From an optimization exercise on the open Yosys and OpenROAD flow, aimed at a short achievable clock period, few clock cycles per item and low power; shortcuts taken in it are not production practice. Only simulation tests tie the RTL to the original design; equivalence was not proved. No activity file was given, so power comes from the tool's default toggle rates.

==> flow/design.v (excerpt) <==
module fmul_pipe
#(
    parameter int EXP   = 8,
    parameter int FRAC  = 23,
    parameter int WIDTH = EXP + FRAC + 1
) (
    input  logic              clk,
    input  logic              rst,
    input  logic              in_valid,
    output logic              in_ready,
    input  logic [WIDTH-1:0]  a,
    input  logic [WIDTH-1:0]  b,
    input  logic [1:0]        round_mode,
    output logic              out_valid,
    input  logic              out_ready,
    output logic [WIDTH-1:0]  r,
    output logic [NFLAGS-1:0] flags
);
Size: roughly 460 flip-flops, about 35000 sq um of cells after synthesis.
clock: 8.0 ns
lec_check: 0
cap_margin: 20
core_margin: 2
core_utilization: 40
cts_cluster_diameter: 150
cts_cluster_size: 20
gpl_routability_driven: 0
setup_slack_margin: 4.3
slew_margin: 20
run.sh (not shown) runs the stock make flow with config.mk's settings and CLKGATE_MAP_FILE= SYNTH_SCRIPT=/design/flow/synth_recipe.tcl, a recipe that flattens the netlist after the stock synthesis.
Testbench counts at the start, summed over its fixed seeds: cycles 32,032, items 32,000.
Change:
- ABC_AREA: default -> 1
- GPL_ROUTABILITY_DRIVEN: 0 -> default
=>
- cell count rose by 18%
- core utilization fell by 0.67 points
- total power stays flat
- register-to-register slack is better by 0.04 ns
- clock skew fell by 0.0056 ns
- non-clock buffer count fell by 55
- routed wire length rose by about 2.8%
Change:
- ABC_AREA: 1 -> default
- TNS_END_PERCENT: default -> 10
Design area falls by 4.1%; worst setup slack is worse by 0.24 ns; sequential share of layout area rose by 0.98 points; die area decreases by 3.1%; cell count is lower by 16%; synthesized area came out lower by 3.1%; power went down by 0.67%; hold slack gains 0.0077 ns; clock skew hardly moves; clock power went down by about 4%; first-iteration DRC count is lower by 21%.
Change:
- TNS_END_PERCENT: 10 -> 40
- critical path depth stays the same
- routed wire length climbs by 1.6%
- non-clock buffer count climbs by 18
- clock skew stays flat
Change:
- CTS_CLUSTER_DIAMETER: 150 -> default
- CTS_CLUSTER_SIZE: 20 -> default
- SETUP_SLACK_MARGIN: 4.3 -> 3.9
- TNS_END_PERCENT: 40 -> default
After rerunning:
- The new run completed with no timing, DRC or antenna violations
- count of clock-buffer cells in the layout rises by 23
- die area is unchanged
- routed wire length falls by 2.4%
- final cell count is about the same
- utilization falls by 0.57 points
- flip-flop and latch count does not change
- via count hardly moves
- worst setup slack loses 0.28 ns
- non-clock buffer count falls by 42
- clock skew falls by 0.011 ns
Change:
- SETUP_SLACK_MARGIN: 3.9 -> 4.3
=> The new run finished clean; wire length came out higher by 5.2%; critical path depth does not change; worst setup slack gains 0.31 ns; worst hold slack is about the same; first-iteration DRC count came out lower by 7.7%.

fmul_pipe again, from the RTL that the note above started with.
make LEC_CHECK=0 CAP_MARGIN=20 CORE_MARGIN=2 CORE_UTILIZATION=40 CTS_CLUSTER_DIAMETER=150 CTS_CLUSTER_SIZE=20 SETUP_SLACK_MARGIN=4.3 SLEW_MARGIN=20 finish   # period 8.0 ns
Testbench counts at the start, summed over its fixed seeds: cycles 32,032, items 32,000.
Edit:
Settings changed: ABC_AREA set to 1, SETUP_SLACK_MARGIN 4.3 to 4.2.
Outcome:
- The new run produced a clean layout
- utilization fell by 1.4 points
- hold slack loses 0.0081 ns
- design area is higher by 0.44%
- wire length is about the same
- maximum frequency goes down by 1.2%
- final cell count went up by 17%
- via count increases by 11%
- total power shrinks by 0.72%
Edit:
Settings changed: ABC_AREA 1 to unset, CTS_CLUSTER_SIZE 20 to 25, SETUP_SLACK_MARGIN 4.2 to 4.3.
What happened: Via count decreases by roughly a tenth. Combinational power came out higher by a few percent. Non-clock buffer count increases by 69. Register-to-register slack is worse by 0.04 ns. Clock skew goes up by 0.012 ns. Maximum frequency goes down slightly. Cell area falls slightly. Synthesized cell count drops by about a fifth. Worst hold slack gets better by 0.011 ns.

Starting RTL as in the previous note.
Settings: LEC_CHECK=0, CAP_MARGIN=20, CORE_MARGIN=2, CORE_UTILIZATION=40, CTS_CLUSTER_DIAMETER=150, CTS_CLUSTER_SIZE=20, SETUP_SLACK_MARGIN=4.5, SLEW_MARGIN=20; clock period 8.0 ns.
Testbench counts at the start, summed over its fixed seeds: cycles 32,032, items 32,000.
Edit:
- ABC_AREA: not set -> 1
- SETUP_SLACK_MARGIN: 4.5 -> 4.45
The changed run produced a clean layout. Synthesized area is higher by 3.2%. Routed wire length is higher by 4.0%. Final area is higher by 1.3%.

[afterwards: timing with drivers on the ports]
No port has a modelled driver above. Below, the same layouts with a new extraction and two added sets of constraints. Step 1: set_driving_cell puts a clkbuf_16 on clk and a buf_2 on each other input, an assumption about the parent block. Step 2, shift: input delay + t, output delay - t, t = (earliest + latest rising clock arrival at the registers) / 2. This alone moves slack from input paths to output paths. Three values: ideal ports, drivers, drivers and shift; two values: the first two.
| run | shift t [ns] | setup WS [ns] | worst register clock-pin slew, ns | pins driven straight from the clock port |
|---|---|---|---|---|
| the first run of note 1 | 0.669 | 4.317 / 4.360 / 3.696 | 0.11 / 0.11 | 1 |
| the second run of note 1 | 0.667 | 4.402 / 4.402 / 3.780 | 0.09 / 0.09 | 1 |
| the third run of note 1 | 0.674 | 4.163 / 4.163 / 3.619 | 0.10 / 0.10 | 1 |
| the fourth run of note 1 | 0.674 | 4.276 / 4.276 / 3.728 | 0.10 / 0.10 | 1 |
| the fifth run of note 1 | 0.674 | 3.993 / 3.993 / 3.364 | 0.07 / 0.07 | 1 |
| the sixth run of note 1 | 0.681 | 4.301 / 4.346 / 3.664 | 0.07 / 0.07 | 1 |
| the first run of note 2 | 0.669 | 4.317 / 4.360 / 3.696 | 0.11 / 0.11 | 1 |
| the second run of note 2 | 0.670 | 4.271 / 4.271 / 3.743 | 0.10 / 0.10 | 1 |
| the third run of note 2 | 0.663 | 4.235 / 4.235 / 3.682 | 0.12 / 0.12 | 1 |
| the first run of note 3 | 0.678 | 4.306 / 4.306 / 3.858 | 0.09 / 0.09 | 1 |
| the second run of note 3 | 0.657 | 4.362 / 4.362 / 3.858 | 0.11 / 0.11 | 1 |
After both steps setup and hold are still met in every run listed. For the sixth run of note 1, which loses most, drivers alone change the setup slack by +0.045 ns; drivers and shift together by -0.637 ns.
